Context: an optimization exercise on an open-source flow, tuned for small area, a short achievable clock period and few clock cycles per item. The choices shown serve that exercise and are no tape-out recipe.
RTL that was checked went through simulation tests only; none was proved equivalent to the original.
Only the layout flow was run in run 1; the RTL was not checked for function there.

==> flow/design.v, too long to show whole: its modules and the start of the top module <==
// module mkc_sqrt: 56 lines
// module mkc_sqsum_b: 1067 lines
// module mkc_sqsum_c: 200 lines
// module mkc_lane: 126 lines
// module mst_k_clustering_distance: 379 lines
module mst_k_clustering_distance
#(
  parameter int unsigned MAX_POINTS = 32,
  parameter int unsigned COORD_BITS = 16
) (
  input  logic                 clk_i,
  input  logic                 rst_ni,
  input  logic                 in_valid_i,
  output logic                 in_ready_o,
  input  logic [mkc_pkg::XW-1:0]        point_x_i,
  input  logic [mkc_pkg::XW-1:0]        point_y_i,
  input  logic                 last_point_i,
  output logic                 out_valid_o,
  input  logic                 out_ready_i,
  output logic [mkc_pkg::SQ_OUT_W-1:0]  squared_spacing_o,
  output logic [mkc_pkg::FIX_OUT_W-1:0] spacing_fixed_o,
  output logic                 bad_count_o,
  input  logic                 cfg_we_i,
  input  logic [mkc_pkg::KW-1:0]        cfg_data_i
);
  // ...
==> flow/run.sh <==
#!/bin/bash
# synth_recipe.tcl (not shown) runs the flow's synth.tcl, then flattens the netlist and writes it again
# the make line also repeats each setting of config.mk as NAME=value (left out here)
make -C /OpenROAD-flow-scripts/flow DESIGN_CONFIG=/design/flow/config.mk WORK_HOME=/design/flow/orfs CLKGATE_MAP_FILE= SYNTH_SCRIPT=/design/flow/synth_recipe.tcl finish
==> flow/config.mk <==
export PLATFORM = sky130hd
export DESIGN_NAME = mst_k_clustering_distance
export DESIGN_NICKNAME = mst_k_clustering_distance
export VERILOG_FILES = /design/flow/design.v
export SDC_FILE = /design/flow/constraint.sdc
export NUM_CORES = 4
export LEC_CHECK = 0
export ABC_CLOCK_PERIOD_IN_PS = 4000
export CAP_MARGIN = 20
export CORE_MARGIN = 2
export CORE_UTILIZATION = 40
export SETUP_SLACK_MARGIN = 3.5
export SLEW_MARGIN = 20
==> flow/constraint.sdc <==
create_clock -name core_clock -period 8.0 [get_ports {clk_i}]
set_input_delay 1.6000 -clock core_clock [delete_from_list [all_inputs] [get_ports {clk_i}]]
set_output_delay 1.6000 -clock core_clock [all_outputs]
set_load 0.01 [all_outputs]
==> results.py, run 1 <==
metrics = {
    "run_status": {
        "status": "timing/DRC/antenna clean",
    },
    "synthesis": {
        "yosysUniqueCellTypes": 94,
        "synth-seq-cells": 3370,
        "syn_avg_cell_area_um2": 13.5,
    },
    "global_route": {
        "grt_pass1_vias": 98900,
        "grt_usage_pct": 19.6,
    },
    "final_layout": {
        "multi_input_area_share_pct": 35.9,
        "nets": 12900,
        "inv_count": 737,
        "largest_reg_flops": 2015,
        "nClkBuffers": 475,
        "final-seq-area_um2": 91200,
        "buffers": 260,
        "mostFrequentLayoutCell": "edfxtp_1",
        "syn2layout_area_growth_pct": 12.1,
    },
    "drt": {
        "wl_mm": 407,
        "vias_per_cell": 5.40,
        "vias": 94000,
        "wl_per_cell_um": 23.4,
        "wl_met1_mm": 179,
    },
    "setup_path": {
        "crit_family": "compound AO/OA/AOI/OAI gates",
        "critical_path_arrival_ps": 5110,
    },
    "cts": {
        "clockBufferDepth": 4,
        "cts-buffers-inserted": 361,
    },
    "sta": {
        "hold_violations": 0,
        "min_period_ps": 4430,
    },
    "floorplanning": {
        "fp.dieW_um": 637,
        "dieArea_um2": 405000,
    },
}
==> module mkc_lane, before the edit <==
module mkc_lane #(
  parameter int unsigned S = 16
) (
  input  logic                     clk_i,
  input  logic                     rst_ni,
  input  logic                     clear_i,      
  input  logic                     issue_i,      
  input  logic                     src_in_i,     
  input  logic [mkc_pkg::EW-1:0]   in_elem_i,
  input  logic [mkc_pkg::XW-1:0]   nx_i,
  input  logic [mkc_pkg::XW-1:0]   ny_i,
  input  logic                     keep_key_i,   
  input  logic                     ret_ld_i,     
  input  logic                     ret_w_i,      
  input  logic [mkc_pkg::EW-1:0]   ret_i,
  input  logic                     shift_all_i,
  input  logic                     set_occ_i,
  input  logic [S-1:0]             occ_therm_i,
  output logic                     d_valid_o,
  output logic [mkc_pkg::EW-1:0]   d_elem_o    
);
  localparam int unsigned XW   = mkc_pkg::XW;
  localparam int unsigned KEYW = mkc_pkg::KEYW;
  localparam int unsigned EW   = mkc_pkg::EW;
  logic [S-1:0][EW-1:0] slot_q;
  logic [S-1:0]         therm_q;     
  logic [S-1:0]         wp_q;        
  logic                 ret_v_q, ret_w_q;
  logic [EW-1:0]        ret_q;
  logic                 shift, ins_p, ins_w;
  logic [S-1:0]         wr_sel, en;
  assign shift = issue_i && !src_in_i;
  assign ins_p = ret_v_q && !ret_w_q;
  assign ins_w = ret_v_q && ret_w_q;
  for (genvar i = 0; i < S; i++) begin : g_slot
    logic tail_ns, tail_s, above;
    assign above   = (i + 1 < S) ? therm_q[(i + 1) % S] : 1'b0;
    assign tail_ns = !therm_q[i] && ((i == 0) ? 1'b1 : therm_q[(i + S - 1) % S]);
    assign tail_s  = therm_q[i] && !above;
    assign wr_sel[i] = (ins_p && (shift ? tail_s : tail_ns)) || (ins_w && wp_q[i]);
    assign en[i]     = shift_all_i || (shift && therm_q[i]) || wr_sel[i];
    always_ff @(posedge clk_i) begin
      if (en[i]) begin
        if (wr_sel[i]) slot_q[i] <= ret_q;
        else if (i + 1 < S) slot_q[i] <= slot_q[(i + 1) % S];
        else slot_q[i] <= ret_q;
      end
    end
  end
  always_ff @(posedge clk_i or negedge rst_ni) begin
    if (!rst_ni) begin
      therm_q <= '0;
      wp_q    <= S'(1) << (S - 1);
      ret_v_q <= 1'b0;
      ret_w_q <= 1'b0;
    end else begin
      ret_v_q <= ret_ld_i;
      ret_w_q <= ret_w_i;
      if (clear_i) begin
        therm_q <= '0;
        wp_q    <= S'(1) << (S - 1);
      end else if (set_occ_i) begin
        therm_q <= occ_therm_i;
      end else begin
        if (shift && !ins_p) therm_q <= therm_q >> 1;
        else if (ins_p && !shift) therm_q <= {therm_q[S-2:0], 1'b1};
        if (ins_w) wp_q <= wp_q >> 1;
      end
    end
  end
  always_ff @(posedge clk_i) begin
    ret_q <= ret_i;
  end
  logic                 a_v_q;
  logic [EW-1:0]        a_elem_q;
  logic [XW-1:0]        a_mx_q, a_my_q;
  logic                 a_sx_q, a_sy_q;
  logic [EW-1:0]        src;
  logic [XW:0]          dx, dy;
  assign src = src_in_i ? in_elem_i : slot_q[0];
  assign dx  = {src[EW-1], src[EW-1 -: XW]} - {nx_i[XW-1], nx_i};
  assign dy  = {src[EW-XW-1], src[EW-XW-1 -: XW]} - {ny_i[XW-1], ny_i};
  always_ff @(posedge clk_i or negedge rst_ni) begin
    if (!rst_ni) a_v_q <= 1'b0;
    else a_v_q <= issue_i;
  end
  always_ff @(posedge clk_i) begin
    a_elem_q <= src;
    a_sx_q   <= dx[XW];
    a_sy_q   <= dy[XW];
    a_mx_q   <= dx[XW-1:0] ^ {XW{dx[XW]}};
    a_my_q   <= dy[XW-1:0] ^ {XW{dy[XW]}};
  end
  localparam int unsigned HW = 95;
  logic                 b_v_q;
  logic [EW-1:0]        b_elem_q;
  logic [HW-1:0]        heap, b_heap_q;
  mkc_sqsum_b u_sqb (.a(a_mx_q), .s(a_sx_q), .b(a_my_q), .t(a_sy_q), .heap_o(heap));
  always_ff @(posedge clk_i or negedge rst_ni) begin
    if (!rst_ni) b_v_q <= 1'b0;
    else b_v_q <= a_v_q;
  end
  always_ff @(posedge clk_i) begin
    b_elem_q <= a_elem_q;
    b_heap_q <= heap;
  end
  logic                 c_v_q;
  logic [EW-1:0]        c_elem_q;
  logic [KEYW-1:0]      r1, r2, dsum, key;
  logic [KEYW:0]        kcmp;
  logic                 lt;
  mkc_sqsum_c u_sqc (.heap_i(b_heap_q), .r1_o(r1), .r2_o(r2));
  assign key  = b_elem_q[KEYW-1:0];
  assign dsum = r1 + r2;
  assign kcmp = {1'b0, r1} + {1'b0, r2} + {1'b0, ~key} + {{KEYW{1'b0}}, 1'b1};
  assign lt   = !kcmp[KEYW];
  always_ff @(posedge clk_i or negedge rst_ni) begin
    if (!rst_ni) c_v_q <= 1'b0;
    else c_v_q <= b_v_q;
  end
  always_ff @(posedge clk_i) begin
    c_elem_q <= {b_elem_q[EW-1:KEYW], (lt && !keep_key_i) ? dsum : key};
  end
  assign d_valid_o = c_v_q;
  assign d_elem_o  = c_elem_q;
endmodule
==> module mst_k_clustering_distance, before the edit <==
module mst_k_clustering_distance
#(
  parameter int unsigned MAX_POINTS = 32,
  parameter int unsigned COORD_BITS = 16
) (
  input  logic                 clk_i,
  input  logic                 rst_ni,
  input  logic                 in_valid_i,
  output logic                 in_ready_o,
  input  logic [mkc_pkg::XW-1:0]        point_x_i,
  input  logic [mkc_pkg::XW-1:0]        point_y_i,
  input  logic                 last_point_i,
  output logic                 out_valid_o,
  input  logic                 out_ready_i,
  output logic [mkc_pkg::SQ_OUT_W-1:0]  squared_spacing_o,
  output logic [mkc_pkg::FIX_OUT_W-1:0] spacing_fixed_o,
  output logic                 bad_count_o,
  input  logic                 cfg_we_i,
  input  logic [mkc_pkg::KW-1:0]        cfg_data_i
);
  localparam int unsigned NL   = mkc_pkg::NL;
  localparam int unsigned XW   = mkc_pkg::XW;
  localparam int unsigned KEYW = mkc_pkg::KEYW;
  localparam int unsigned EW   = mkc_pkg::EW;
  localparam int unsigned KW   = mkc_pkg::KW;
  localparam int unsigned CW   = 6;                
  localparam int unsigned LW   = (NL > 1) ? $clog2(NL) : 1;
  localparam logic [KEYW-1:0] INF = '1;
  typedef enum logic [3:0] {
    ST_LOAD, ST_ISSUE, ST_W0, ST_W1, ST_W2, ST_WB1, ST_WB2, ST_SHIFT, ST_RES
  } state_e;
  state_e          state_q;
  logic [KW-1:0]   k_q;
  logic [CW-1:0]   cnt_q;           
  logic            root_q;          
  logic [LW-1:0]   lp_q;            
  logic            in_v_q, in_last_q;
  logic [XW-1:0]   in_x_q, in_y_q;
  logic [KW-1:0]   kset_q;
  logic            round0_q;        
  logic            selm_q;          
  logic            dirmax_q;        
  logic [CW-1:0]   left_q;          
  logic [XW-1:0]   nx_q, ny_q;
  logic            best_v_q;
  logic [EW-1:0]   best_q;
  logic            wpend_q;
  logic [KEYW-1:0] wreg_q;
  logic [LW-1:0]   wlane_q;
  logic [CW-1:0]   sc_q;
  logic            res_bad_q;
  logic [KEYW-1:0] res_sq_q;
  logic            out_valid_q;
  logic            out_bad_q;
  logic [KEYW-1:0] out_sq_q;
  logic [32:0]     out_root_q;
  logic [NL-1:0][CW-1:0] act_q, cl_q, rem_q, act_eff;
  logic [NL-1:0]         iss_q;           
  logic [NL-1:0]         in_lane_q;       
  logic [NL-1:0]         donor_d1_q;      
  logic                  fix_q;           
  logic            in_fire;
  logic            ld_issue;        
  logic            round_end;
  logic            going_on;        
  logic            to_res;
  logic [CW-1:0]   n_pts, c_pts;
  logic            bad_now;
  logic [CW-1:0]   max_act;
  logic [NL-1:0]           issue, src_in, ret_ld, ret_w, shift_all, set_occ;
  logic [NL-1:0][EW-1:0]   ret_d;
  logic [NL-1:0]           d_v;
  logic [NL-1:0][EW-1:0]   d_e;
  logic                    lanes_clear;
  assign in_ready_o = (state_q == ST_LOAD) && !in_last_q;
  assign in_fire    = in_valid_i && in_ready_o;
  assign ld_issue   = |in_lane_q;
  always_ff @(posedge clk_i or negedge rst_ni) begin
    if (!rst_ni) begin
      k_q       <= mkc_pkg::K_RESET;
      in_v_q    <= 1'b0;
      in_last_q <= 1'b0;
    end else begin
      if (cfg_we_i) k_q <= cfg_data_i;
      in_v_q <= in_fire && (cnt_q != CW'(MAX_POINTS));
      if (in_fire) in_last_q <= last_point_i;
      else if (state_q != ST_LOAD) in_last_q <= 1'b0;
    end
  end
  always_ff @(posedge clk_i) begin
    in_x_q <= point_x_i;
    in_y_q <= point_y_i;
  end
  localparam int unsigned NC = NL + 1;
  logic [NC-1:0]           cv;
  logic [NC-1:0][KEYW-1:0] ck;
  logic [NC-1:0][EW-1:0]   ce;
  logic [NC-1:0]           win;
  logic                    anyv;
  logic [EW-1:0]           best_next;
  logic [NL-1:0]           donor_now;
  logic [NL-1:0][KEYW-1:0] nk;
  always_comb begin
    cv[0] = best_v_q;
    ck[0] = best_q[KEYW-1:0];
    ce[0] = best_q;
    for (int l = 0; l < NL; l++) begin
      nk[l] = d_e[l][KEYW-1:0];
      cv[l+1] = d_v[l];
      ck[l+1] = nk[l];
      ce[l+1] = {d_e[l][EW-1:KEYW], nk[l]};
    end
    for (int a = 0; a < NC; a++) begin
      win[a] = cv[a];
      for (int b = 0; b < NC; b++) begin
        if (b > a) win[a] = win[a] && (!cv[b] || !(ck[b] < ck[a]));
        if (b < a) win[a] = win[a] && (!cv[b] || (ck[a] < ck[b]));
      end
    end
    anyv = |cv;
    best_next = best_q;
    for (int a = 0; a < NC; a++) begin
      if (win[a]) best_next = ce[a];
    end
    for (int l = 0; l < NL; l++) begin
      donor_now[l] = d_v[l] && win[l+1] && !best_v_q;
      ret_d[l]  = win[l+1] ? best_q : ce[l+1];
      ret_ld[l] = d_v[l] && (!win[l+1] || best_v_q);
      ret_w[l]  = 1'b0;
      if (wpend_q && (wlane_q == LW'(l))) begin
        ret_ld[l] = 1'b1;
        ret_w[l]  = 1'b1;
        ret_d[l]  = {{(EW-KEYW){1'b0}}, wreg_q};
      end
    end
  end
  assign n_pts   = cnt_q;
  assign c_pts   = cnt_q - CW'(1);
  assign bad_now = (kset_q < KW'(2)) || (kset_q > KW'(n_pts));
  always_comb begin
    max_act = '0;
    for (int l = 0; l < NL; l++) begin
      act_eff[l] = act_q[l] - CW'(donor_now[l]);
      if (act_q[l] > max_act) max_act = act_q[l];
    end
  end
  assign round_end = (state_q == ST_W2);
  assign going_on  = round_end && !(round0_q && bad_now) &&
                     (round0_q ? (c_pts > CW'(1)) : (left_q != '0));
  logic all_done;
  always_comb begin
    all_done = (state_q == ST_ISSUE);
    for (int l = 0; l < NL; l++) begin
      issue[l]  = iss_q[l] || in_lane_q[l];
      src_in[l] = in_lane_q[l];
      if (rem_q[l] != '0) all_done = 1'b0;
    end
  end
  logic [CW-1:0] pcount;    
  logic          dmax;
  assign dmax   = ({kset_q, 1'b0} <= KW'(n_pts) + KW'(2));
  assign pcount = dmax ? CW'(kset_q) - CW'(1) : n_pts - CW'(kset_q) + CW'(1);
  logic          shift_last;
  logic [NL-1:0] shift_more;
  assign shift_last = !(|shift_more);
  logic [LW-1:0] donor_q, donor_idx;
  always_comb begin
    donor_idx = donor_q;
    for (int l = 0; l < NL; l++) if (donor_now[l]) donor_idx = LW'(l);
  end
  always_ff @(posedge clk_i or negedge rst_ni) begin
    if (!rst_ni) begin
      state_q   <= ST_LOAD;
      cnt_q     <= '0;
      root_q    <= 1'b0;
      lp_q      <= '0;
      round0_q  <= 1'b1;
      selm_q    <= 1'b0;
      dirmax_q  <= 1'b0;
      left_q    <= '0;
      best_v_q  <= 1'b0;
      wpend_q   <= 1'b0;
      wlane_q   <= '0;
      donor_q   <= '0;
      sc_q      <= '0;
      act_q     <= '0;
      cl_q      <= '0;
      rem_q     <= '0;
      iss_q     <= '0;
      in_lane_q <= '0;
      donor_d1_q <= '0;
      fix_q     <= 1'b0;
      kset_q    <= '0;
    end else begin
      wpend_q <= 1'b0;
      donor_q <= donor_idx;
      if (anyv) best_v_q <= 1'b1;
      donor_d1_q <= donor_now;
      fix_q      <= 1'b0;
      in_lane_q  <= '0;
      for (int l = 0; l < NL; l++) begin
        act_q[l] <= act_eff[l] + CW'(in_lane_q[l]);
        if (in_lane_q[l]) cl_q[l] <= cl_q[l] + CW'(1);
        iss_q[l] <= (rem_q[l] != '0);
        if (rem_q[l] != '0) rem_q[l] <= rem_q[l] - CW'(1);
        if (fix_q) begin
          iss_q[l] <= (rem_q[l] != CW'(donor_d1_q[l]));
          rem_q[l] <= rem_q[l] - CW'(donor_d1_q[l]) - CW'(rem_q[l] != CW'(donor_d1_q[l]));
        end
      end
      unique case (state_q)
        ST_LOAD: begin
          if (in_fire && cnt_q != CW'(MAX_POINTS)) begin
            cnt_q <= cnt_q + CW'(1);
            if (cnt_q != '0) begin
              for (int l = 0; l < NL; l++) in_lane_q[l] <= (lp_q == LW'(l));
              lp_q <= (lp_q == LW'(NL - 1)) ? '0 : lp_q + LW'(1);
            end
          end
          if (in_v_q) root_q <= 1'b1;
          if (in_last_q) begin
            kset_q  <= k_q;
            state_q <= ST_W0;
          end
        end
        ST_ISSUE: if (all_done) state_q <= ST_W0;
        ST_W0:    state_q <= ST_W1;
        ST_W1:    state_q <= ST_W2;
        ST_W2: begin
          best_v_q <= 1'b0;
          round0_q <= 1'b0;
          if (round0_q) begin
            dirmax_q <= dmax;
          end
          if (!selm_q && !(round0_q && bad_now)) begin
            wpend_q <= 1'b1;
            wlane_q <= donor_idx;
          end
          if (round0_q) left_q <= c_pts - CW'(2);
          else if (left_q != '0) left_q <= left_q - CW'(1);
          if (going_on) begin
            state_q <= ST_ISSUE;
            fix_q   <= (max_act == CW'(1));
            for (int l = 0; l < NL; l++) begin
              if (act_q[l] < max_act || max_act == CW'(1)) begin
                iss_q[l] <= 1'b0;
                rem_q[l] <= act_q[l];
              end else begin
                iss_q[l] <= 1'b1;
                rem_q[l] <= act_q[l] - CW'(1);
              end
            end
          end else if (round0_q && bad_now) begin
            state_q <= ST_RES;
          end else if (!selm_q) begin
            state_q <= ST_WB1;
          end else begin
            state_q <= ST_RES;
          end
        end
        ST_WB1:   state_q <= ST_WB2;
        ST_WB2: begin
          state_q <= ST_SHIFT;
          sc_q    <= '0;
        end
        ST_SHIFT: begin
          sc_q <= sc_q + CW'(1);
          if (shift_last) begin
            state_q <= ST_ISSUE;
            selm_q  <= 1'b1;
            left_q  <= pcount - CW'(1);
            for (int l = 0; l < NL; l++) begin
              act_q[l] <= cl_q[l];
              rem_q[l] <= cl_q[l] - CW'(cl_q[l] != '0);
              iss_q[l] <= (cl_q[l] != '0);
            end
          end
        end
        ST_RES: begin
          if (sqrt_idle) begin
            state_q  <= ST_LOAD;
            cnt_q    <= '0;
            root_q   <= 1'b0;
            lp_q     <= '0;
            round0_q <= 1'b1;
            selm_q   <= 1'b0;
            act_q    <= '0;
            cl_q     <= '0;
            rem_q    <= '0;
            best_v_q <= 1'b0;
          end
        end
        default: state_q <= ST_LOAD;
      endcase
    end
  end
  always_ff @(posedge clk_i) begin
    if (state_q == ST_LOAD && in_v_q && !root_q) begin
      nx_q <= in_x_q;
      ny_q <= in_y_q;
    end else if (round_end) begin
      nx_q <= best_next[EW-1 -: XW];
      ny_q <= best_next[EW-XW-1 -: XW];
    end
    if (anyv) best_q <= best_next;
    if (round_end) begin
      wreg_q <= (round0_q ? dmax : dirmax_q) ? ~best_next[KEYW-1:0] : best_next[KEYW-1:0];
    end
    if (round_end && selm_q) begin
      res_sq_q <= dirmax_q ? ~best_next[KEYW-1:0] : best_next[KEYW-1:0];
    end
    if (round_end && round0_q && bad_now) res_sq_q <= '0;
    if (round_end) res_bad_q <= round0_q && bad_now;
  end
  logic        sqrt_idle, sqrt_full, sqrt_take, out_free;
  logic [33:0] sqrt_root;
  assign lanes_clear = (state_q == ST_RES) && sqrt_idle;
  for (genvar l = 0; l < NL; l++) begin : g_lane
    localparam int unsigned SL = (MAX_POINTS - 1 - l + NL - 1) / NL;
    logic [SL-1:0] therm;
    for (genvar i = 0; i < SL; i++) begin : g_t
      assign therm[i] = (CW'(i) < cl_q[l]);
    end
    assign shift_more[l] = (sc_q + CW'(1) < CW'(SL) - cl_q[l]);
    mkc_lane #(.S(SL)) u_lane (
      .clk_i       (clk_i),
      .rst_ni      (rst_ni),
      .clear_i     (lanes_clear),
      .issue_i     (issue[l]),
      .src_in_i    (src_in[l]),
      .in_elem_i   ({in_x_q, in_y_q, INF}),
      .nx_i        (nx_q),
      .ny_i        (ny_q),
      .keep_key_i  (selm_q),
      .ret_ld_i    (ret_ld[l]),
      .ret_w_i     (ret_w[l]),
      .ret_i       (ret_d[l]),
      .shift_all_i (state_q == ST_SHIFT && sc_q < CW'(SL) - cl_q[l]),
      .set_occ_i   (state_q == ST_SHIFT && shift_last),
      .occ_therm_i (therm),
      .d_valid_o   (d_v[l]),
      .d_elem_o    (d_e[l])
    );
  end
  assign out_free  = !out_valid_q || out_ready_i;
  assign sqrt_take = sqrt_full && out_free;
  mkc_sqrt u_sqrt (
    .clk_i   (clk_i),
    .rst_ni  (rst_ni),
    .start_i (lanes_clear),
    .value_i ({3'b000, res_sq_q}),
    .take_i  (sqrt_take),
    .idle_o  (sqrt_idle),
    .full_o  (sqrt_full),
    .root_o  (sqrt_root)
  );
  logic        hold_bad_q;
  logic [KEYW-1:0] hold_sq_q;
  always_ff @(posedge clk_i) begin
    if (lanes_clear) begin
      hold_bad_q <= res_bad_q;
      hold_sq_q  <= res_sq_q;
    end
    if (sqrt_take) begin
      out_bad_q  <= hold_bad_q;
      out_sq_q   <= hold_sq_q;
      out_root_q <= sqrt_root[32:0];
    end
  end
  always_ff @(posedge clk_i or negedge rst_ni) begin
    if (!rst_ni) out_valid_q <= 1'b0;
    else if (sqrt_take) out_valid_q <= 1'b1;
    else if (out_ready_i) out_valid_q <= 1'b0;
  end
  assign out_valid_o       = out_valid_q;
  assign squared_spacing_o = {1'b0, out_sq_q};
  assign spacing_fixed_o   = out_root_q;
  assign bad_count_o       = out_bad_q;
endmodule
==> run 2, diff against run 1 <==
--- a/flow/design.v
+++ b/flow/design.v
@@ -1344,4 +1344,7 @@
   input  logic [mkc_pkg::XW-1:0]   nx_i,
   input  logic [mkc_pkg::XW-1:0]   ny_i,
+  input  logic                     fwd_i,
+  input  logic [mkc_pkg::NL:0]     csel_i,
+  input  logic [mkc_pkg::NL:0][mkc_pkg::EW-1:0] cand_i,
   input  logic                     keep_key_i,   
   input  logic                     ret_ld_i,     
@@ -1351,6 +1354,9 @@
   input  logic                     set_occ_i,
   input  logic [S-1:0]             occ_therm_i,
+  output logic                     occ_nz_o,     
   output logic                     d_valid_o,
-  output logic [mkc_pkg::EW-1:0]   d_elem_o    
+  output logic [mkc_pkg::EW-1:0]   d_elem_o,   
+  output logic [mkc_pkg::KEYW-1:0] d_dist_o,   
+  output logic                     d_lt_o      
 );
   localparam int unsigned XW   = mkc_pkg::XW;
@@ -1410,9 +1416,35 @@
   logic [XW-1:0]        a_mx_q, a_my_q;
   logic                 a_sx_q, a_sy_q;
+  localparam int unsigned NC = mkc_pkg::NL + 1;
   logic [EW-1:0]        src;
   logic [XW:0]          dx, dy;
+  logic [XW-1:0]        mx, my;
+  logic                 sx, sy;
   assign src = src_in_i ? in_elem_i : slot_q[0];
-  assign dx  = {src[EW-1], src[EW-1 -: XW]} - {nx_i[XW-1], nx_i};
-  assign dy  = {src[EW-XW-1], src[EW-XW-1 -: XW]} - {ny_i[XW-1], ny_i};
+  always_comb begin
+    logic [XW:0] ex, ey;
+    ex = {in_elem_i[EW-1], in_elem_i[EW-1 -: XW]} - {nx_i[XW-1], nx_i};
+    ey = {in_elem_i[EW-XW-1], in_elem_i[EW-XW-1 -: XW]} - {ny_i[XW-1], ny_i};
+    dx = src_in_i ? ex : '0;
+    dy = src_in_i ? ey : '0;
+    ex = {slot_q[0][EW-1], slot_q[0][EW-1 -: XW]} - {nx_i[XW-1], nx_i};
+    ey = {slot_q[0][EW-XW-1], slot_q[0][EW-XW-1 -: XW]} - {ny_i[XW-1], ny_i};
+    if (!src_in_i && !fwd_i) begin
+      dx = dx | ex;
+      dy = dy | ey;
+    end
+    for (int c = 0; c < NC; c++) begin
+      ex = {slot_q[0][EW-1], slot_q[0][EW-1 -: XW]} - {cand_i[c][EW-1], cand_i[c][EW-1 -: XW]};
+      ey = {slot_q[0][EW-XW-1], slot_q[0][EW-XW-1 -: XW]} - {cand_i[c][EW-XW-1], cand_i[c][EW-XW-1 -: XW]};
+      if (!src_in_i && fwd_i && csel_i[c]) begin
+        dx = dx | ex;
+        dy = dy | ey;
+      end
+    end
+    sx = dx[XW];
+    sy = dy[XW];
+    mx = dx[XW-1:0] ^ {XW{dx[XW]}};
+    my = dy[XW-1:0] ^ {XW{dy[XW]}};
+  end
   always_ff @(posedge clk_i or negedge rst_ni) begin
     if (!rst_ni) a_v_q <= 1'b0;
@@ -1421,8 +1453,8 @@
   always_ff @(posedge clk_i) begin
     a_elem_q <= src;
-    a_sx_q   <= dx[XW];
-    a_sy_q   <= dy[XW];
-    a_mx_q   <= dx[XW-1:0] ^ {XW{dx[XW]}};
-    a_my_q   <= dy[XW-1:0] ^ {XW{dy[XW]}};
+    a_sx_q   <= sx;
+    a_sy_q   <= sy;
+    a_mx_q   <= mx;
+    a_my_q   <= my;
   end
   localparam int unsigned HW = 95;
@@ -1441,4 +1473,6 @@
   logic                 c_v_q;
   logic [EW-1:0]        c_elem_q;
+  logic [KEYW-1:0]      c_dist_q;
+  logic                 c_lt_q;
   logic [KEYW-1:0]      r1, r2, dsum, key;
   logic [KEYW:0]        kcmp;
@@ -1454,8 +1488,13 @@
   end
   always_ff @(posedge clk_i) begin
-    c_elem_q <= {b_elem_q[EW-1:KEYW], (lt && !keep_key_i) ? dsum : key};
+    c_elem_q <= b_elem_q;
+    c_dist_q <= dsum;
+    c_lt_q   <= lt && !keep_key_i;
   end
   assign d_valid_o = c_v_q;
+  assign occ_nz_o  = therm_q[0];
   assign d_elem_o  = c_elem_q;
+  assign d_dist_o  = c_dist_q;
+  assign d_lt_o    = c_lt_q;
 endmodule
 module mst_k_clustering_distance
@@ -1488,6 +1527,8 @@
   localparam logic [KEYW-1:0] INF = '1;
   typedef enum logic [3:0] {
-    ST_LOAD, ST_ISSUE, ST_W0, ST_W1, ST_W2, ST_WB1, ST_WB2, ST_SHIFT, ST_RES
+    ST_LOAD, ST_ISSUE, ST_W0, ST_W1, ST_W2, ST_WB1, ST_WB2, ST_SHIFT, ST_RES,
+    ST_FIN1, ST_FIN2
   } state_e;
+  localparam int unsigned TK = 7;
   state_e          state_q;
   logic [KW-1:0]   k_q;
@@ -1506,4 +1547,5 @@
   logic [EW-1:0]   best_q;
   logic            wpend_q;
+  logic            pk1_q, pk2_q, spend_q;    
   logic [KEYW-1:0] wreg_q;
   logic [LW-1:0]   wlane_q;
@@ -1515,4 +1557,10 @@
   logic [KEYW-1:0] out_sq_q;
   logic [32:0]     out_root_q;
+  logic [TK-1:0][KEYW-1:0] tk_q;
+  logic [TK-1:0]           tkv_q;
+  logic [TK-1:0]           tk_gt;
+  logic                    tk_ins_q;
+  logic [KEYW-1:0]         tk_w_q;
+  logic                    use_tk;
   logic [NL-1:0][CW-1:0] act_q, cl_q, rem_q, act_eff;
   logic [NL-1:0]         iss_q;           
@@ -1520,4 +1568,7 @@
   logic [NL-1:0]         donor_d1_q;      
   logic                  fix_q;           
+  logic [1:0]            cat_q;           
+  logic                  fwd_q;           
+  logic                  more_w1, fast_ok;
   logic            in_fire;
   logic            ld_issue;        
@@ -1532,4 +1583,6 @@
   logic [NL-1:0]           d_v;
   logic [NL-1:0][EW-1:0]   d_e;
+  logic [NL-1:0][KEYW-1:0] d_dist;
+  logic [NL-1:0]           d_lt;
   logic                    lanes_clear;
   assign in_ready_o = (state_q == ST_LOAD) && !in_last_q;
@@ -1561,4 +1614,5 @@
   logic [NL-1:0]           donor_now;
   logic [NL-1:0][KEYW-1:0] nk;
+  logic [NC-1:0][NC-1:0]   blt;
   always_comb begin
     cv[0] = best_v_q;
@@ -1566,5 +1620,5 @@
     ce[0] = best_q;
     for (int l = 0; l < NL; l++) begin
-      nk[l] = d_e[l][KEYW-1:0];
+      nk[l] = d_lt[l] ? d_dist[l] : d_e[l][KEYW-1:0];
       cv[l+1] = d_v[l];
       ck[l+1] = nk[l];
@@ -1572,8 +1626,25 @@
     end
     for (int a = 0; a < NC; a++) begin
+      for (int b = 0; b < NC; b++) begin
+        logic k_k, k_d, d_k, d_d;
+        blt[b][a] = 1'b0;
+        if (b > a && a == 0) begin
+          k_k = d_e[b-1][KEYW-1:0] < ck[0];
+          d_k = d_dist[b-1] < ck[0];
+          blt[b][a] = d_lt[b-1] ? d_k : k_k;
+        end else if (b > a) begin
+          k_k = d_e[b-1][KEYW-1:0] < d_e[a-1][KEYW-1:0];
+          k_d = d_e[b-1][KEYW-1:0] < d_dist[a-1];
+          d_k = d_dist[b-1] < d_e[a-1][KEYW-1:0];
+          d_d = d_dist[b-1] < d_dist[a-1];
+          blt[b][a] = d_lt[b-1] ? (d_lt[a-1] ? d_d : d_k) : (d_lt[a-1] ? k_d : k_k);
+        end
+      end
+    end
+    for (int a = 0; a < NC; a++) begin
       win[a] = cv[a];
       for (int b = 0; b < NC; b++) begin
-        if (b > a) win[a] = win[a] && (!cv[b] || !(ck[b] < ck[a]));
-        if (b < a) win[a] = win[a] && (!cv[b] || (ck[a] < ck[b]));
+        if (b > a) win[a] = win[a] && (!cv[b] || !blt[b][a]);
+        if (b < a) win[a] = win[a] && (!cv[b] || blt[a][b]);
       end
     end
@@ -1588,5 +1659,5 @@
       ret_ld[l] = d_v[l] && (!win[l+1] || best_v_q);
       ret_w[l]  = 1'b0;
-      if (wpend_q && (wlane_q == LW'(l))) begin
+      if (wpend_q && (donor_idx == LW'(l))) begin
         ret_ld[l] = 1'b1;
         ret_w[l]  = 1'b1;
@@ -1597,20 +1668,94 @@
   assign n_pts   = cnt_q;
   assign c_pts   = cnt_q - CW'(1);
-  assign bad_now = (kset_q < KW'(2)) || (kset_q > KW'(n_pts));
+  logic          bad_q, usetk_q, dmax_q, c2_q, c3_q;
+  logic [CW-1:0] pcount_q;
+  logic [TK-1:0] tksel_q;
+  always_ff @(posedge clk_i) begin
+    if (state_q == ST_W0 && round0_q) begin
+      bad_q    <= (kset_q < KW'(2)) || (kset_q > KW'(n_pts));
+      usetk_q  <= (kset_q <= KW'(TK + 1));
+      dmax_q   <= dmax;
+      pcount_q <= pcount;
+      c2_q     <= (c_pts > CW'(1));
+      c3_q     <= (c_pts >= CW'(3));
+      for (int i = 0; i < TK; i++) tksel_q[i] <= (kset_q == KW'(i + 2));
+    end
+  end
+  assign bad_now = bad_q;
+  assign use_tk  = usetk_q;
+  logic [CW-1:0] max_cl, max_fix;
+  logic [NL-1:0][CW-1:0] act_fix;
+  logic [NL-1:0][CW-1:0] am1_q, act_d;    
+  logic res_go, early_go, sqrt_start;
+  always_comb begin
+    for (int l = 0; l < NL; l++) begin
+      act_d[l] = (donor_d1_q[l] ? am1_q[l] : act_q[l]) + CW'(in_lane_q[l]);
+      if (early_go || res_go) act_d[l] = '0;
+      if (state_q == ST_SHIFT && shift_last) act_d[l] = cl_q[l];
+    end
+  end
   always_comb begin
     max_act = '0;
+    max_cl  = '0;
+    max_fix = '0;
+    for (int l = 0; l < NL; l++) if (cl_q[l] > max_cl) max_cl = cl_q[l];
     for (int l = 0; l < NL; l++) begin
-      act_eff[l] = act_q[l] - CW'(donor_now[l]);
+      act_eff[l] = donor_d1_q[l] ? am1_q[l] : act_q[l];
+      act_fix[l] = act_eff[l];
       if (act_q[l] > max_act) max_act = act_q[l];
+      if (act_fix[l] > max_fix) max_fix = act_fix[l];
+    end
+  end
+  logic [NL-1:0] dly_fix, dly_act, dly_cl;
+  logic          fix_ge3, fix_ge4, act_ge3, act_ge4, act_le1, cl_ge3, cl_ge4;
+  always_comb begin
+    dly_fix = '0;
+    dly_act = '0;
+    dly_cl  = '0;
+    fix_ge3 = 1'b0;
+    fix_ge4 = 1'b0;
+    act_ge3 = 1'b0;
+    act_ge4 = 1'b0;
+    act_le1 = 1'b1;
+    cl_ge3  = 1'b0;
+    cl_ge4  = 1'b0;
+    for (int l = 0; l < NL; l++) begin
+      for (int o = 0; o < NL; o++) begin
+        if (act_fix[o] > act_fix[l]) dly_fix[l] = 1'b1;
+        if (act_q[o] > act_q[l]) dly_act[l] = 1'b1;
+        if (cl_q[o] > cl_q[l]) dly_cl[l] = 1'b1;
+      end
+      if (act_fix[l] >= CW'(3)) fix_ge3 = 1'b1;
+      if (act_fix[l] >= CW'(4)) fix_ge4 = 1'b1;
+      if (act_q[l] >= CW'(3)) act_ge3 = 1'b1;
+      if (act_q[l] >= CW'(4)) act_ge4 = 1'b1;
+      if (act_q[l] > CW'(1)) act_le1 = 1'b0;
+      if (cl_q[l] >= CW'(3)) cl_ge3 = 1'b1;
+      if (cl_q[l] >= CW'(4)) cl_ge4 = 1'b1;
     end
   end
   assign round_end = (state_q == ST_W2);
+  assign more_w1   = (state_q == ST_W1) && !(round0_q && bad_now) &&
+                     (round0_q ? c2_q : (left_q != '0));
+  logic all_rem0;
+  always_comb begin
+    fast_ok  = fix_ge3;
+    all_rem0 = 1'b1;
+    for (int l = 0; l < NL; l++) begin
+      if (act_fix[l] == CW'(1)) fast_ok = 1'b0;
+      if (rem_q[l] != '0) all_rem0 = 1'b0;
+    end
+  end
   assign going_on  = round_end && !(round0_q && bad_now) &&
-                     (round0_q ? (c_pts > CW'(1)) : (left_q != '0));
-  logic all_done;
+                     (round0_q ? c2_q : (left_q != '0));
+  logic          all_done, fix_done;
+  logic [NL-1:0] fix_iss, occ_nz;
   always_comb begin
-    all_done = (state_q == ST_ISSUE);
+    all_done = (state_q == ST_ISSUE) && !fix_q;
+    fix_done = 1'b1;
     for (int l = 0; l < NL; l++) begin
-      issue[l]  = iss_q[l] || in_lane_q[l];
+      fix_iss[l] = fix_q && (act_fix[l] != '0) && occ_nz[l];
+      if (act_fix[l] != CW'(fix_iss[l])) fix_done = 1'b0;
+      issue[l]  = iss_q[l] || in_lane_q[l] || fix_iss[l];
       src_in[l] = in_lane_q[l];
       if (rem_q[l] != '0) all_done = 1'b0;
@@ -1627,5 +1772,5 @@
   always_comb begin
     donor_idx = donor_q;
-    for (int l = 0; l < NL; l++) if (donor_now[l]) donor_idx = LW'(l);
+    for (int l = 0; l < NL; l++) if (donor_d1_q[l]) donor_idx = LW'(l);
   end
   always_ff @(posedge clk_i or negedge rst_ni) begin
@@ -1641,8 +1786,12 @@
       best_v_q  <= 1'b0;
       wpend_q   <= 1'b0;
+      pk1_q     <= 1'b0;
+      pk2_q     <= 1'b0;
+      spend_q   <= 1'b0;
       wlane_q   <= '0;
       donor_q   <= '0;
       sc_q      <= '0;
       act_q     <= '0;
+      am1_q     <= '1;
       cl_q      <= '0;
       rem_q     <= '0;
@@ -1651,7 +1800,12 @@
       donor_d1_q <= '0;
       fix_q     <= 1'b0;
+      cat_q     <= 2'd0;
+      fwd_q     <= 1'b0;
       kset_q    <= '0;
     end else begin
       wpend_q <= 1'b0;
+      pk1_q   <= 1'b0;
+      pk2_q   <= pk1_q;
+      spend_q <= pk2_q;
       donor_q <= donor_idx;
       if (anyv) best_v_q <= 1'b1;
@@ -1660,11 +1814,12 @@
       in_lane_q  <= '0;
       for (int l = 0; l < NL; l++) begin
-        act_q[l] <= act_eff[l] + CW'(in_lane_q[l]);
+        act_q[l] <= act_d[l];
+        am1_q[l] <= act_d[l] - CW'(1);
         if (in_lane_q[l]) cl_q[l] <= cl_q[l] + CW'(1);
         iss_q[l] <= (rem_q[l] != '0);
         if (rem_q[l] != '0) rem_q[l] <= rem_q[l] - CW'(1);
         if (fix_q) begin
-          iss_q[l] <= (rem_q[l] != CW'(donor_d1_q[l]));
-          rem_q[l] <= rem_q[l] - CW'(donor_d1_q[l]) - CW'(rem_q[l] != CW'(donor_d1_q[l]));
+          iss_q[l] <= (act_fix[l] != CW'(fix_iss[l]));
+          rem_q[l] <= act_fix[l] - CW'(fix_iss[l]) - CW'(act_fix[l] != CW'(fix_iss[l]));
         end
       end
@@ -1684,24 +1839,50 @@
           end
         end
-        ST_ISSUE: if (all_done) state_q <= ST_W0;
+        ST_ISSUE: if (all_done || (fix_q && fix_done)) state_q <= ST_W0;
         ST_W0:    state_q <= ST_W1;
-        ST_W1:    state_q <= ST_W2;
+        ST_W1: begin
+          state_q <= ST_W2;
+          if (more_w1 && (round0_q ? c3_q : (cat_q != 2'd0)) && fast_ok) begin
+            fwd_q  <= 1'b1;
+            cat_q  <= fix_ge4 ? 2'd2 : 2'd1;
+            for (int l = 0; l < NL; l++) begin
+              if (dly_fix[l]) begin
+                iss_q[l] <= 1'b0;
+                rem_q[l] <= act_fix[l];
+              end else begin
+                iss_q[l] <= 1'b1;
+                rem_q[l] <= act_fix[l] - CW'(1);
+              end
+            end
+          end
+        end
         ST_W2: begin
           best_v_q <= 1'b0;
           round0_q <= 1'b0;
           if (round0_q) begin
-            dirmax_q <= dmax;
+            dirmax_q <= dmax_q;
           end
           if (!selm_q && !(round0_q && bad_now)) begin
             wpend_q <= 1'b1;
-            wlane_q <= donor_idx;
           end
           if (round0_q) left_q <= c_pts - CW'(2);
           else if (left_q != '0) left_q <= left_q - CW'(1);
-          if (going_on) begin
+          if (going_on && fwd_q) begin
+            fwd_q   <= 1'b0;
+            state_q <= all_rem0 ? ST_W0 : ST_ISSUE;
+          end else if (going_on && ((round0_q ? !c3_q : (cat_q == 2'd0)) ||
+                                    act_le1)) begin
             state_q <= ST_ISSUE;
-            fix_q   <= (max_act == CW'(1));
+            fix_q   <= 1'b1;
+            cat_q   <= 2'd0;
             for (int l = 0; l < NL; l++) begin
-              if (act_q[l] < max_act || max_act == CW'(1)) begin
+              iss_q[l] <= 1'b0;
+              rem_q[l] <= '0;
+            end
+          end else if (going_on) begin
+            state_q <= ST_ISSUE;
+            cat_q   <= act_ge4 ? 2'd2 : act_ge3 ? 2'd1 : 2'd0;
+            for (int l = 0; l < NL; l++) begin
+              if (dly_act[l]) begin
                 iss_q[l] <= 1'b0;
                 rem_q[l] <= act_q[l];
@@ -1713,4 +1894,17 @@
           end else if (round0_q && bad_now) begin
             state_q <= ST_RES;
+          end else if (!selm_q && use_tk && sqrt_idle) begin
+            state_q  <= ST_LOAD;
+            pk1_q    <= 1'b1;
+            wpend_q  <= 1'b0;
+            donor_d1_q <= '0;
+            cnt_q    <= '0;
+            root_q   <= 1'b0;
+            lp_q     <= '0;
+            round0_q <= 1'b1;
+            cl_q     <= '0;
+            rem_q    <= '0;
+          end else if (!selm_q && use_tk) begin
+            state_q <= ST_FIN1;
           end else if (!selm_q) begin
             state_q <= ST_WB1;
@@ -1719,4 +1913,6 @@
           end
         end
+        ST_FIN1:  state_q <= ST_FIN2;
+        ST_FIN2:  state_q <= ST_RES;
         ST_WB1:   state_q <= ST_WB2;
         ST_WB2: begin
@@ -1729,9 +1925,14 @@
             state_q <= ST_ISSUE;
             selm_q  <= 1'b1;
-            left_q  <= pcount - CW'(1);
+            left_q  <= pcount_q - CW'(1);
+            cat_q   <= cl_ge4 ? 2'd2 : cl_ge3 ? 2'd1 : 2'd0;
             for (int l = 0; l < NL; l++) begin
-              act_q[l] <= cl_q[l];
-              rem_q[l] <= cl_q[l] - CW'(cl_q[l] != '0);
-              iss_q[l] <= (cl_q[l] != '0);
+              if (dly_cl[l]) begin
+                rem_q[l] <= cl_q[l];
+                iss_q[l] <= 1'b0;
+              end else begin
+                rem_q[l] <= cl_q[l] - CW'(1);
+                iss_q[l] <= 1'b1;
+              end
             end
           end
@@ -1745,5 +1946,4 @@
             round0_q <= 1'b1;
             selm_q   <= 1'b0;
-            act_q    <= '0;
             cl_q     <= '0;
             rem_q    <= '0;
@@ -1765,9 +1965,10 @@
     if (anyv) best_q <= best_next;
     if (round_end) begin
-      wreg_q <= (round0_q ? dmax : dirmax_q) ? ~best_next[KEYW-1:0] : best_next[KEYW-1:0];
+      wreg_q <= (round0_q ? dmax_q : dirmax_q) ? ~best_next[KEYW-1:0] : best_next[KEYW-1:0];
     end
     if (round_end && selm_q) begin
       res_sq_q <= dirmax_q ? ~best_next[KEYW-1:0] : best_next[KEYW-1:0];
     end
+    if (state_q == ST_FIN2 || pk2_q) res_sq_q <= tk_pick;
     if (round_end && round0_q && bad_now) res_sq_q <= '0;
     if (round_end) res_bad_q <= round0_q && bad_now;
@@ -1775,5 +1976,35 @@
   logic        sqrt_idle, sqrt_full, sqrt_take, out_free;
   logic [33:0] sqrt_root;
-  assign lanes_clear = (state_q == ST_RES) && sqrt_idle;
+  assign res_go      = (state_q == ST_RES) && sqrt_idle;
+  assign early_go    = round_end && !going_on && !(round0_q && bad_now) && !selm_q &&
+                       use_tk && sqrt_idle;
+  assign lanes_clear = res_go || early_go;
+  assign sqrt_start  = res_go || spend_q;
+  logic [KEYW-1:0] tk_pick;    
+  always_comb begin
+    tk_pick = '0;
+    for (int i = 0; i < TK; i++) begin
+      tk_gt[i] = tkv_q[i] && (tk_q[i] > tk_w_q);
+      if (tksel_q[i]) tk_pick = tk_q[i];
+    end
+  end
+  always_ff @(posedge clk_i or negedge rst_ni) begin
+    if (!rst_ni) begin
+      tk_ins_q <= 1'b0;
+      tkv_q    <= '0;
+    end else begin
+      tk_ins_q <= round_end && !selm_q;
+      if (res_go || pk2_q) tkv_q <= '0;
+      else if (tk_ins_q) tkv_q <= {tkv_q[TK-2:0], 1'b1};
+    end
+  end
+  always_ff @(posedge clk_i) begin
+    tk_w_q <= best_next[KEYW-1:0];
+    if (tk_ins_q) begin
+      for (int i = 0; i < TK; i++) begin
+        if (!tk_gt[i]) tk_q[i] <= (i == 0 || tk_gt[(i + TK - 1) % TK]) ? tk_w_q : tk_q[(i + TK - 1) % TK];
+      end
+    end
+  end
   for (genvar l = 0; l < NL; l++) begin : g_lane
     localparam int unsigned SL = (MAX_POINTS - 1 - l + NL - 1) / NL;
@@ -1792,4 +2023,7 @@
       .nx_i        (nx_q),
       .ny_i        (ny_q),
+      .fwd_i       (fwd_q && state_q == ST_W2),
+      .csel_i      (win),
+      .cand_i      (ce),
       .keep_key_i  (selm_q),
       .ret_ld_i    (ret_ld[l]),
@@ -1799,6 +2033,9 @@
       .set_occ_i   (state_q == ST_SHIFT && shift_last),
       .occ_therm_i (therm),
+      .occ_nz_o    (occ_nz[l]),
       .d_valid_o   (d_v[l]),
-      .d_elem_o    (d_e[l])
+      .d_elem_o    (d_e[l]),
+      .d_dist_o    (d_dist[l]),
+      .d_lt_o      (d_lt[l])
     );
   end
@@ -1808,5 +2045,5 @@
     .clk_i   (clk_i),
     .rst_ni  (rst_ni),
-    .start_i (lanes_clear),
+    .start_i (sqrt_start),
     .value_i ({3'b000, res_sq_q}),
     .take_i  (sqrt_take),
@@ -1818,5 +2055,5 @@
   logic [KEYW-1:0] hold_sq_q;
   always_ff @(posedge clk_i) begin
-    if (lanes_clear) begin
+    if (sqrt_start) begin
       hold_bad_q <= res_bad_q;
       hold_sq_q  <= res_sq_q;
--- a/flow/config.mk
+++ b/flow/config.mk
@@ -6,8 +6,8 @@
 export NUM_CORES = 4
 export LEC_CHECK = 0
-export ABC_CLOCK_PERIOD_IN_PS = 4000
+export ABC_CLOCK_PERIOD_IN_PS = 3800
 export CAP_MARGIN = 20
 export CORE_MARGIN = 2
 export CORE_UTILIZATION = 40
-export SETUP_SLACK_MARGIN = 3.5
+export SETUP_SLACK_MARGIN = 4.0
 export SLEW_MARGIN = 20
==> run 2 against run 1 <==
  * Still clean on timing, DRC and antenna
  * Non-clock buffer count up 248
  * Wire length up 44%
  * Clock skew up 55 ps
  * Setup slack better by 390 ps
  * Critical path depth up 7
  * Sequential cell count up 375
  * Global-route usage up 3.3 points
  * Largest cell class unchanged
==> results.py, run 2 <==
metrics = {
    "floorplanning": {
        "die_h_um": 704,
        "fp.dieW_um": 704,
        "fp.coreArea_um2": 489000,
        "core.rowCount": 257,
        "dieArea_um2": 496000,
        "ios": 119,
        "start_util_pct": 40.1,
    },
    "sta": {
        "fmax_mhz": 248,
        "rsz0062_at_grt": "yes",
        "setup_viol": 0,
        "min_period_ps": 4030,
        "skew_ps": 93.7,
        "relSlewSlack_pct": 17.4,
        "period_share_pct": 50.4,
        "worst_pin_slew_ps": 1240,
        "slew_violations": 0,
        "tns_ps": 0,
        "hold_violations": 0,
    },
    "synthesis": {
        "seq_area_frac_synth_pct": 51.7,
        "synth-edff-count": 2529,
        "yosysUniqueCellTypes": 114,
        "async_reset_ff_share_pct": 5.42,
        "syn_area_um2": 196000,
        "synth_nets": 17500,
        "syn_avg_cell_area_um2": 12.4,
        "ys_top_cells_by_count": "edfxtp_1, mux2_2, inv_1, ha_1, dfxtp_1",
        "post-synth-top-count-cell": "edfxtp_1",
        "yosys_warnings": 4,
        "synthFlopType": "edfxtp_1",
        "synth_top_area_cell": "edfxtp_1",
        "syn_inst": 15800,
        "synth-seq-cells": 3745,
        "yosys.area.top_type_share_pct": 38.7,
        "synthTopCellsByArea": "edfxtp_1, mux2_2, dfxtp_1",
    },
    "global_route": {
        "grt_max_degree": 135,
        "overflow": 0,
        "grt_pass1_vias": 126000,
        "antenna_found_initial": 56,
        "grt_usage_pct": 22.8,
        "grt_first_pass_wirelength_mm": 855,
    },
    "final_layout": {
        "mostFrequentLayoutCells": "edfxtp_1, mux2_2, inv_1",
        "fin_util_pct": 45.8,
        "mostFrequentLayoutCell": "edfxtp_1",
        "syn2layout_area_growth_pct": 14.2,
        "fill_cells": 43800,
        "reg_top3": "g_lane.u_lane.slot_q: 2015 flops, tk_q: 231 flops, g_lane.u_lane.b_heap_q: 188 flops",
        "drive_above_1_share_pct": 23.6,
        "nets": 17800,
        "top_register": "g_lane.u_lane.slot_q",
        "largest_reg_flops": 2015,
    },
    "drt": {
        "wl_mm": 588,
        "first_pass_iters": 6,
        "vias": 127000,
        "wl_per_cell_um": 25.7,
        "drt_iter0_markers": 11600,
        "top_layer": "met5",
        "drt.antenna.violating_nets": 0,
        "vias_per_cell": 5.54,
        "wl_met1_mm": 255,
        "route.met2.wl_mm": 267,
        "drc": 0,
        "wl_met3_mm": 38.6,
    },
    "setup_path": {
        "startpoint_type": "flop",
        "worstPathRequired_ps": 8900,
        "cp_max_fo": 13,
        "worst-setup-path-type": "reg -> reg",
        "crit_path_end_kind": "flop",
        "critical_path_arrival_ps": 4940,
        "r2r_cells": 19,
    },
    "placement": {
        "dp_hpwl_mm": 394,
        "gp_congestion": 0.964,
        "portBuffers": 117,
    },
    "cts": {
        "clkLatencyLatePin_ps": 1020,
        "cts-root-buf": "clkbuf_16",
        "cts-buffers-inserted": 404,
        "clk_pin_slew_ps": 60,
        "htree_levels": 5,
        "clockBufferDepth": 4,
        "cts_sinks": 3745,
        "cts_tree": "yes",
    },
    "run": {
        "maxCapViolCount": 0,
    },
    "run_status": {
        "status": "timing/DRC/antenna clean",
    },
    "hold_path": {
        "hp-class": "reg -> reg",
        "holdPathStages": 0,
    },
}
-- run 2: cell types whose count changed in the layout (fill, tap and decap cells not counted), sizes merged, moves of 115 or more --
| cell | before | now |
|---|---|---|
| buf | 141 | 371 |
| o21ai | 376 | 544 |
| edfxtp | 2280 | 2529 |
| mux2 | 2016 | 2242 |
| ha | 515 | 1125 |
| nor2 | 378 | 693 |
| nor3 | 58 | 212 |
| nand2 | 755 | 1038 |
| xnor2 | 236 | 351 |
| a21oi | 436 | 820 |
| inv | 762 | 1188 |
-- run 2: per-stage QoR --
step | hold WS (ps) | instance area (um^2) | std cells | worst slack, ps
6_report | 305 | 224000 | 22900 | 3970
5_1_grt | 305 | 224000 | 22900 | 3860
4_1_cts | 312 | 222000 | 22700 | 3710
3_5_place_dp | 312 | 204000 | 21800 | 2640
3_3_place_gp | 310 | 204000 | 21800 | 2770
2_1_floorplan | 310 | 196000 | 15800 | 4070
-- run 2: critical path: stages, from the launching register on --
cell	delay (ps)
dfxtp_1	400
inv_1	100
ha_1	340
a21o_1	170
a211o_1	340
nor2_1	250
o2111ai_1	180
a21oi_2	220
o22ai_4	130
buf_6	150
a21oi_4	210
buf_12	170
buf_4	130
buf_16	170
nand4b_1	160
a41oi_2	260
nor4_4	60
buf_6	160
clkbuf_16	160
xnor2_2	130
-- run 2: metal layers --
layer  up-vias  track usage [%]
met5         -                0
met4        12             8.94
met3       981             3.22
met2      4123             36.6
met1     64000             31.3
li1      57500                -
-- run 2: timing repair --
action	in CTS	in global routing
gates resized for setup	392	235
setup endpoints to repair	4477	3416
hold buffers	0	0
pin swaps	60	93
setup buffers	83	121
gates cloned	72	20
-- run 2: cell families after synthesis --
group / after synthesis / share of synthesized area (%)
mux: 2397 / 13.7
fa+ha+maj: 1675 / 12.8
xor+xnor: 503 / 2.25
flops: 3745 / 51.7
other cells: 1 / 0.00191
simple gates: 3147 / 7.77
buf+inv: 1922 / 4.03
compound gates: 2408 / 7.76
-- run 2: cell type report --
| class | instances | area (um^2) | share of cell area (%) |
|---|---|---|---|
| Antenna cell | 18 | 45.0 | 0.0201 |
| Clock buffer | 546 | 11600 | 5.18 |
| Clock inverter | 209 | 2220 | 0.992 |
| Inverter | 1174 | 4410 | 1.97 |
| Multi-Input combinational cell | 10200 | 90500 | 40.4 |
| Sequential cell | 3745 | 101000 | 45.3 |
| Tap cell | 6475 | 8100 | 3.62 |
| Timing Repair Buffer | 508 | 5730 | 2.56 |
-- run 2: final timing paths --
check | start | to | slack [ps]
setup / recovery | g_lane[0].u_lane.c_elem_q[31]$_DFF_P_ | g_lane[1].u_lane.a_mx_q[14]$_DFF_P_ | 3970
hold / removal | g_lane[1].u_lane.b_elem_q[43]$_DFF_P_ | g_lane[1].u_lane.c_elem_q[43]$_DFF_P_ | 310
setup reg to reg | g_lane[0].u_lane.c_elem_q[31]$_DFF_P_ | g_lane[1].u_lane.a_mx_q[14]$_DFF_P_ | 3970
hold reg to reg | g_lane[1].u_lane.b_elem_q[43]$_DFF_P_ | g_lane[1].u_lane.c_elem_q[43]$_DFF_P_ | 310
max in group asynchronous | rst_ni | g_lane[1].u_lane.ret_w_q$_DFF_PN0_ | 5960
min in group asynchronous | rst_ni | k_q[10]$_DFFE_PN0P_ | 560
Testbench counts of run 2, summed over its fixed seeds: cycles 37,022, sets 192.
==> run 3, diff against run 2 <==
--- a/flow/config.mk
+++ b/flow/config.mk
@@ -10,4 +10,5 @@
 export CORE_MARGIN = 2
 export CORE_UTILIZATION = 40
-export SETUP_SLACK_MARGIN = 4.0
+export CTS_BUF_LIST = sky130_fd_sc_hd__clkbuf_4 sky130_fd_sc_hd__clkbuf_8
+export SETUP_SLACK_MARGIN = 4.3
 export SLEW_MARGIN = 20
==> run 3 against run 2 <==
  * Still clean
  * Utilization is 1.6 points higher
  * Clock-buffer cell count is 416 higher
  * Non-clock buffer count is 299 higher
  * Global-route usage is 0.74 points higher
  * Fmax is 1.8% lower
  * Final cell count is 3.3% higher
  * Die area stayed put
==> results.py, run 3 <==
metrics = {
    "floorplanning": {
        "core.rowCount": 257,
        "die_h_um": 704,
        "start_util_pct": 40.1,
        "ios": 119,
        "fp.coreArea_um2": 489000,
        "fp.dieW_um": 704,
        "dieArea_um2": 496000,
    },
    "final_layout": {
        "largest_reg_flops": 2015,
        "final_area_um2": 232000,
        "fin_util_pct": 47.4,
        "nets": 18300,
        "syn2layout_area_growth_pct": 18.2,
        "mostFrequentLayoutCells": "edfxtp_1, mux2_2, inv_1",
        "drive_above_1_share_pct": 29.9,
        "fill_cells": 43300,
        "top_register": "g_lane.u_lane.slot_q",
        "finalNonFillerCells": 23600,
        "mostFrequentLayoutCell": "edfxtp_1",
        "reg_top3": "g_lane.u_lane.slot_q: 2015 flops, tk_q: 231 flops, g_lane.u_lane.b_heap_q: 188 flops",
    },
    "synthesis": {
        "post-synth-top-count-cell": "edfxtp_1",
        "ys_top_cells_by_count": "edfxtp_1, mux2_2, inv_1, ha_1, dfxtp_1",
        "synth-seq-cells": 3745,
        "syn_area_um2": 196000,
        "syn_avg_cell_area_um2": 12.4,
        "syn_inst": 15800,
        "synth_nets": 17500,
        "synthFlopType": "edfxtp_1",
        "synth-edff-count": 2529,
        "synth_top_area_cell": "edfxtp_1",
        "synthTopCellsByArea": "edfxtp_1, mux2_2, dfxtp_1",
        "async_reset_ff_share_pct": 5.42,
        "yosys_warnings": 4,
        "yosysUniqueCellTypes": 114,
        "seq_area_frac_synth_pct": 51.7,
        "yosys.area.top_type_share_pct": 38.7,
    },
    "sta": {
        "skew_ps": 97.2,
        "tns_ps": 0,
        "hold_violations": 0,
        "setup_viol": 0,
        "worst_pin_slew_ps": 1190,
        "slew_violations": 0,
        "fmax_mhz": 243,
        "rsz0062_at_grt": "yes",
        "period_share_pct": 51.3,
        "min_period_ps": 4110,
        "relSlewSlack_pct": 20.4,
    },
    "placement": {
        "dpl_cell_area_um2": 204000,
        "placed_cells": 21800,
        "portBuffers": 117,
        "gp_congestion": 0.959,
        "dp_hpwl_mm": 399,
    },
    "drt": {
        "wl_per_cell_um": 26.2,
        "wl_met1_mm": 264,
        "top_layer": "met5",
        "vias": 132000,
        "wl_mm": 618,
        "route.met2.wl_mm": 279,
        "wl_met3_mm": 49.3,
        "drt_iter0_markers": 12800,
        "drc": 0,
        "vias_per_cell": 5.58,
        "drt.antenna.violating_nets": 0,
        "first_pass_iters": 6,
    },
    "cts": {
        "cts-buffers-inserted": 647,
        "cts_sinks": 3745,
        "clkLatencyLatePin_ps": 1310,
        "clockBufferDepth": 4,
        "cts_tree": "yes",
        "htree_levels": 6,
        "hold_buffers": 0,
        "cts-root-buf": "clkbuf_8",
        "clk_pin_slew_ps": 60,
    },
    "global_route": {
        "grt_max_degree": 132,
        "grt_first_pass_wirelength_mm": 879,
        "grt_usage_pct": 23.6,
        "antenna_found_initial": 46,
        "overflow": 0,
        "grt_pass1_vias": 130000,
    },
    "setup_path": {
        "r2r_start": "best_q[19]$_DFFE_PP_",
        "worst-setup-path-type": "reg -> reg",
        "cp_max_fo": 6,
        "startpoint_type": "flop",
        "r2r_cells": 18,
        "critical_path_arrival_ps": 5280,
        "worstPathRequired_ps": 9170,
        "r2r_end": "res_sq_q[3]$_SDFFE_PP0P_",
        "startpoint": "best_q[19]$_DFFE_PP_",
        "crit_path_end_kind": "flop",
        "r2r_slack_ps": 3890,
        "endpoint": "res_sq_q[3]$_SDFFE_PP0P_",
    },
    "run_status": {
        "status": "timing/DRC/antenna clean",
    },
    "run": {
        "maxCapViolCount": 0,
    },
    "hold_path": {
        "hp-class": "in -> async",
    },
}
==> run 3: worst min path at each step <==
stage / startpoint / depth (start not counted) / slack, ps / end
finish: rst_ni / 1 / 280 / k_q[10]$_DFFE_PN0P_
CTS: rst_ni / 1 / 190 / sc_q[4]$_DFFE_PN0N_
global route: rst_ni / 1 / 230 / k_q[9]$_DFFE_PN0P_
detailed placement: g_lane[0].u_lane.a_elem_q[28]$_SDFF_PP1_ / 0 / 310 / g_lane[0].u_lane.b_elem_q[28]$_DFF_P_
global placement: g_lane[1].u_lane.b_elem_q[51]$_DFF_P_ / 0 / 310 / g_lane[1].u_lane.c_elem_q[51]$_DFF_P_
floorplan: g_lane[0].u_lane.a_elem_q[0]$_SDFF_PP1_ / 0 / 310 / g_lane[0].u_lane.b_elem_q[0]$_DFF_P_
==> run 3: layer usage <==
metal	global-route usage [%]	up-vias
met5	0	-
li1	-	58800
met3	4.07	1226
met1	32.4	66500
met4	8.42	10
met2	37.5	5182
==> run 3: repair_timing <==
item,CTS,global route
pin swaps,243,246
buffers inserted,279,170
cloned,117,45
endpoints found under the setup margin,5033,3534
gates resized for setup,1071,661
==> run 3: per-stage QoR <==
step / hold WS, ps / worst slack, ps
global route: 231 / 3860
CTS: 186 / 3990
global placement: 309 / 2640
floorplan: 310 / 4320
finish: 285 / 3890
detailed placement: 312 / 2550
==> run 3: cell type report <==
cell class	count	area (um^2)	area share, %
clock buffer	962	11800	5.11
timing repair inverter	1	8.76	0.00378
tap	6475	8100	3.49
clock inverter	223	1890	0.815
timing repair buffer	807	10100	4.35
multi-input combinational	10200	93900	40.5
sequential	3745	101000	43.8
antenna	20	50.0	0.0216
inverter	1174	4470	1.93
==> run 3: critical path, cell delays in order, from the launching register on <==
cell	delay, ps
edfxtp_1	410
inv_2	120
ha_4	210
and3_4	170
a221o_1	330
a221oi_2	340
o211ai_1	160
a221o_1	420
nand2_2	110
o211ai_4	100
buf_12	210
buf_12	150
buf_16	150
buf_6	130
mux2i_4	180
mux2i_4	230
buf_12	170
mux2i_4	300
nor2_1	80
==> run 3: cells by family after synthesis <==
kind of cell               count (synthesis)  synth area share (%)
other                                      1               0.00191
and+or+nand+nor                         3147                  7.77
muxes                                   2397                  13.7
buffers and inverters                   1922                  4.03
AOI/OAI and AO/OA                       2408                  7.76
adders and majority gates               1675                  12.8
DFF                                     3745                  51.7
xor gates and xnor gates                 503                  2.25

## separate check: timing with driven ports
No port has a modelled driver above. Below, the same layouts with a new extraction and two added sets of constraints. Step 1, drivers: a clkbuf_16 drives clk_i and a buf_2 each remaining input, both assumed. Step 2 also shifts input and output timing later by t, the mid clock arrival at the registers, as if the neighbouring blocks saw the same clock. Slacks: no drivers / after step 1 / after step 2; pairs: no drivers / after step 1.
run	t, ns	slack for setup (ns)	worst hold slack (ns)	slew at the worst register clock pin (ns)
run 1	1.034	3.572 / 3.510 / 3.572	0.306 / 0.306 / 0.306	0.07 / 0.07
run 2	1.103	3.967 / 3.967 / 3.967	0.305 / 0.305 / 0.305	0.08 / 0.08
run 3	1.381	3.893 / 3.893 / 3.893	0.285 / 0.233 / 0.294	0.07 / 0.07
After both steps setup and hold are still met in every run listed.
